From an optimization exercise on the open Yosys and OpenROAD flow, aimed at small area, a short achievable clock period and few clock cycles per item; shortcuts taken in it are not production practice. Where RTL was checked, it was by simulation tests only, not by an equivalence proof against the original. Power and IR drop assume default switching activity.

==> flow/design.v (excerpt) <==
module smult16_err_acc #(
  parameter int WIDTH = 16,
  parameter int OUTW  = 32,
  parameter int CNTW  = 16,
  parameter int ACCW  = 48
) (
  input  logic              clk,
  input  logic              rst_n,
  input  logic              start,
  input  logic [CNTW-1:0]   num_samples,
  input  logic              in_valid,
  output logic              in_ready,
  input  logic [WIDTH-1:0]  op_a,
  input  logic [WIDTH-1:0]  op_b,
  input  logic [OUTW-1:0]   p_approx,
  output logic              busy,
  output logic              done,
  output logic [CNTW-1:0]   err_count,
  output logic [ACCW-1:0]   sum_err,
  output logic [ACCW-1:0]   sum_abs_err,
  output logic [OUTW:0]     max_abs_err,
  output logic              overflow
);
  logic             busy_q, done_q, rdy_q;
  logic [CNTW-1:0]  rem_q;           
  logic             l1_q, l2_q, l3_q;   
  logic             v1_q, v2_q;
  logic             clr_q;           
  logic             z_q;             
  wire go       = !busy_q && !done_q && start;
  wire accept   = rdy_q && in_valid;
  wire last_acc = accept && (rem_q == CNTW'(1));
  wire empty    = (num_samples == '0);
  always_ff @(posedge clk or negedge rst_n) begin
    if (!rst_n) begin
      busy_q <= 1'b0;
      done_q <= 1'b0;
      rdy_q  <= 1'b0;
      l1_q   <= 1'b0;
      l2_q   <= 1'b0;
      l3_q   <= 1'b0;
      v1_q   <= 1'b0;
      v2_q   <= 1'b0;
      clr_q  <= 1'b0;
      z_q    <= 1'b0;
    end else begin
      done_q <= l3_q || z_q;
      busy_q <= go || (busy_q && !l3_q && !z_q);
  ...
Size in the first run: about 370 flip-flops, roughly 230 I/O pins, ~25000 um2 of cells after synthesis.
make LEC_CHECK=0 CAP_MARGIN=20 CORE_MARGIN=2 CORE_UTILIZATION=40 SETUP_SLACK_MARGIN=5 SLEW_MARGIN=20 finish   # period 8.5 ns
run.sh (not shown) runs the stock make flow with config.mk's settings and CLKGATE_MAP_FILE= SYNTH_SCRIPT=/design/flow/synth_recipe.tcl, a recipe that flattens the netlist after the stock synthesis.
Then changed:
--- a/flow/design.v
+++ b/flow/design.v
@@ -501,52 +501,56 @@
   logic [32:0] r0_q, r1_q;
   always_ff @(posedge clk) begin
     r0_q <= row0;
     r1_q <= row1;
   end
   wire [32:0] d  = r0_q + r1_q;
   wire        ds = d[32];
-  wire [32:0] nd = -d;
-  wire [31:0] du = ds ? nd[31:0] : d[31:0];    
-  logic [32:0] d_q;
-  logic [31:0] u_q;
+  wire [31:0] dx = d[31:0] ^ {32{ds}};
+  logic [31:0] x_q;
+  logic        s_q;
   always_ff @(posedge clk or negedge rst_n) begin
     if (!rst_n) begin
-      d_q <= '0;
-      u_q <= '0;
+      x_q <= '0;
+      s_q <= 1'b0;
     end else begin
-      d_q <= v2_q ? d : '0;
-      u_q <= v2_q ? du : '0;
+      x_q <= v2_q ? dx : '0;
+      s_q <= v2_q & ds;
     end
   end
   logic [CNTW-1:0] cnt_q;
   logic [ACCW-1:0] sum_q, abs_q;
   logic [31:0]     max_q;
   logic            ovf_q;
-  wire [CNTW-1:0] cnt_f = clr_q ? '0 : cnt_q;
-  wire [ACCW-1:0] sum_f = clr_q ? '0 : sum_q;
-  wire [ACCW-1:0] abs_f = clr_q ? '0 : abs_q;
-  wire [31:0]     max_f = clr_q ? '0 : max_q;
-  wire            ovf_f = clr_q ? 1'b0 : ovf_q;
-  wire            s       = d_q[32];
-  wire [ACCW-1:0] sum_nxt = sum_f + {{(ACCW-33){s}}, d_q};
-  wire            wrap    = (sum_f[ACCW-1] == s) && (sum_nxt[ACCW-1] != s);
+  wire [ACCW-1:0] d_ext   = {{(ACCW-32){s_q}}, x_q ^ {32{s_q}}};
+  wire [ACCW-1:0] sum_nxt = sum_q + d_ext;
+  wire            wrap    = (sum_q[ACCW-1] == s_q) && (sum_nxt[ACCW-1] != s_q);
+  wire [ACCW:0]   abs_sh  = {abs_q, 1'b1} + {{(ACCW-32){1'b0}}, x_q, s_q};
+  wire [32:0]     cmp     = {1'b0, x_q} + {1'b0, ~max_q} + {32'b0, s_q};
+  wire [31:0]     absd    = x_q + {31'b0, s_q};
+  wire            nz      = s_q | (|x_q);
   always_ff @(posedge clk or negedge rst_n) begin
     if (!rst_n) begin
       cnt_q <= '0;
       sum_q <= '0;
       abs_q <= '0;
       max_q <= '0;
       ovf_q <= 1'b0;
+    end else if (clr_q) begin
+      cnt_q <= '0;
+      sum_q <= '0;
+      abs_q <= '0;
+      max_q <= '0;
+      ovf_q <= 1'b0;
     end else begin
-      cnt_q <= cnt_f + CNTW'(|u_q);
+      cnt_q <= cnt_q + CNTW'(nz);
       sum_q <= sum_nxt;
-      abs_q <= abs_f + {{(ACCW-32){1'b0}}, u_q};
-      max_q <= (u_q > max_f) ? u_q : max_f;
-      ovf_q <= ovf_f | wrap;
+      abs_q <= abs_sh[ACCW:1];
+      if (cmp[32]) max_q <= absd;
+      ovf_q <= ovf_q | wrap;
     end
   end
   assign in_ready    = rdy_q;
   assign busy        = busy_q;
   assign done        = done_q;
   assign err_count   = cnt_q;
   assign sum_err     = sum_q;
The new run completed with no timing, DRC or antenna violations.
Hold slack degrades by 14 ps.
Final area went down by a little under a tenth.
Setup slack improves by 170 ps.
Global-route usage went down by 0.30 points.
Clock-buffer cell count does not change.
Routed wire length went down by a little under a tenth.
Register-to-register slack improves by 170 ps.
Maximum frequency went up by a few percent.
Power went down by about a fifth.
Via count went down by a few percent.
Non-clock buffer count went down by 43.
Core utilization went down by 1.7 points.
No run of this note included a check of the RTL's function; only the layout flow was run.

branch garnet:
smult16_err_acc, a different RTL version from the one above (not shown whole).
Size: ~2400 cells after synthesis, roughly 350 flip-flops, roughly 0.023 sq mm of cells after synthesis.
Settings: LEC_CHECK=0, CAP_MARGIN=20, CORE_MARGIN=2, CORE_UTILIZATION=40, SLEW_MARGIN=20; clock period 8.5 ns.
standard.sh (not shown) runs the stock make flow with config.mk's settings and CLKGATE_MAP_FILE= SYNTH_SCRIPT=/design/flow/synth_recipe.tcl, a recipe that flattens the netlist after the stock synthesis.
==> flow/flow/run.sh <==
#!/bin/bash
# The standard layout (standard.sh: unchanged synthesis and steps), with two changes:
# ports are buffered with buf_1 cells, and the resizer's setup repair aims for a margin.
set -e
export SETUP_SLACK_MARGIN=5.4
export BUFFER_PORTS_ARGS="-buffer_cell sky130_fd_sc_hd__buf_1"
bash standard.sh > standard_flow.log 2>&1
Testbench counts of branch garnet, summed over its fixed seeds: cycles 24,689, items 24,113.
Relative to branch garnet, the following input files were edited for branch zinc:
--- a/flow/design.v
+++ b/flow/design.v
@@ -525,55 +525,59 @@
       s_q <= v2_q & ds;
     end
   end
   logic [CNTW-1:0] cnt_q;
   logic [23:0]     el_q, eh_q;            
   logic [23:0]     al_q, ah_q;            
   logic [31:0]     max_q;
   logic            ovf_q;
   logic            ec_q, ac_q;            
   logic [8:0]      dh_q;                  
-  wire kp = ~clr_q;
+  wire [CNTW-1:0] cnt_f = clr_q ? '0 : cnt_q;
+  wire [23:0]     el_f  = clr_q ? '0 : el_q;
+  wire [23:0]     eh_f  = clr_q ? '0 : eh_q;
+  wire [23:0]     al_f  = clr_q ? '0 : al_q;
+  wire [23:0]     ah_f  = clr_q ? '0 : ah_q;
+  wire [31:0]     max_f = clr_q ? '0 : max_q;
+  wire            ovf_f = clr_q ? 1'b0 : ovf_q;
   wire [31:0] dd    = x_q ^ {32{s_q}};                        
-  wire [24:0] el_n  = {1'b0, el_q} + {1'b0, dd[23:0]};
-  wire [24:0] eh_c  = {eh_q, 1'b1} + {{15{dh_q[8]}}, dh_q, ec_q};   
-  wire [23:0] eh_n  = eh_c[24:1];
-  wire        wrap  = (eh_q[23] == dh_q[8]) && (eh_n[23] != dh_q[8]);
-  wire [25:0] al_n  = {1'b0, al_q, 1'b1} + {1'b0, x_q[23:0], s_q};   
-  wire [24:0] ah_c  = {ah_q, 1'b1} + {16'b0, x_q[31:24], ac_q};    
-  wire [23:0] ah_n  = ah_c[24:1];
-  wire [33:0] cmp   = {1'b0, x_q, 1'b1} + {1'b0, ~max_q, s_q};    
+  wire [24:0] el_n  = {1'b0, el_f} + {1'b0, dd[23:0]};
+  wire [23:0] eh_n  = eh_f + {{15{dh_q[8]}}, dh_q} + {23'b0, ec_q};
+  wire        wrap  = (eh_f[23] == dh_q[8]) && (eh_n[23] != dh_q[8]);
+  wire [25:0] al_n  = {1'b0, al_f, 1'b1} + {1'b0, x_q[23:0], s_q};   
+  wire [23:0] ah_n  = ah_f + {16'b0, x_q[31:24]} + {23'b0, ac_q};
+  wire [32:0] cmp   = {1'b0, x_q} + {1'b0, ~max_f} + {32'b0, s_q};    
   wire [31:0] absd  = x_q + {31'b0, s_q};
   wire        nz    = s_q | (|x_q);
   always_ff @(posedge clk or negedge rst_n) begin
     if (!rst_n) begin
       cnt_q <= '0;
       el_q  <= '0;
       eh_q  <= '0;
       al_q  <= '0;
       ah_q  <= '0;
       max_q <= '0;
       ovf_q <= 1'b0;
       ec_q  <= 1'b0;
       ac_q  <= 1'b0;
       dh_q  <= '0;
     end else begin
-      cnt_q <= (cnt_q + CNTW'(nz)) & {CNTW{kp}};
-      el_q  <= el_n[23:0] & {24{kp}};
+      cnt_q <= cnt_f + CNTW'(nz);
+      el_q  <= el_n[23:0];
       ec_q  <= el_n[24];
       dh_q  <= {s_q, dd[31:24]};
-      eh_q  <= eh_n & {24{kp}};
-      ovf_q <= (ovf_q | wrap) & kp;
-      al_q  <= al_n[24:1] & {24{kp}};
+      eh_q  <= eh_n;
+      ovf_q <= ovf_f | wrap;
+      al_q  <= al_n[24:1];
       ac_q  <= al_n[25];
-      ah_q  <= ah_n & {24{kp}};
-      max_q <= (cmp[33] ? absd : max_q) & {32{kp}};
+      ah_q  <= ah_n;
+      max_q <= cmp[32] ? absd : max_f;
     end
   end
   assign in_ready    = rdy_q;
   assign busy        = busy_q;
   assign done        = done_q;
   assign err_count   = cnt_q;
   assign sum_err     = {eh_q, el_q};
   assign sum_abs_err = {ah_q, al_q};
   assign max_abs_err = {1'b0, max_q};
   assign overflow    = ovf_q;
### Flow results
On branch zinc: number of signal-net inverters in the final layout is 12 lower than what branch garnet gave.
Against branch garnet, number of cells upsized or downsized after cts in branch zinc rose by more than a quarter.
Diff branch garnet -> branch zinc: number of cells on the critical path now sits higher; setup slack now sits lower; placed wire-length estimate after detailed placement now sits higher; proportion of total power due to net switching now sits higher; aggregate global-route resource usage now sits lower.
Function not checked in branch zinc: the RTL went through the layout flow alone.

-- afterwards: timing with drivers on the ports --
Ports are ideal in the flow. The routed layouts listed here were re-timed in OpenROAD. Step 1, drivers: a clkbuf_16 drives clk and a buf_2 each remaining input, both assumed. Step 2 times the ports against the registers' clock, not the clock port: input delays grow and output delays shrink by t, the midpoint of the rising clock arrivals with the driver on. Three values: ideal, step 1, step 2; two values: the first two.
run	t (ns)	slack for setup (ns)	worst setup path at the end	worst data-port slew with drivers (ns)	pins driven straight from the clock port
the first run of note 1	0.627	4.934 / 4.934 / 4.656	input to register	0.07	1
the second run of note 1	0.616	5.103 / 5.087 / 4.670	input to register	0.05	1
branch garnet	0.634	5.430 / 5.430 / 5.017	input to register	0.07	1
branch zinc	0.634	5.411 / 5.411 / 5.058	input to register	0.06	1
After both steps setup and hold are still met in every run listed. For the second run of note 1, which loses most, drivers alone change the setup slack by -0.016 ns; drivers and shift together by -0.433 ns.
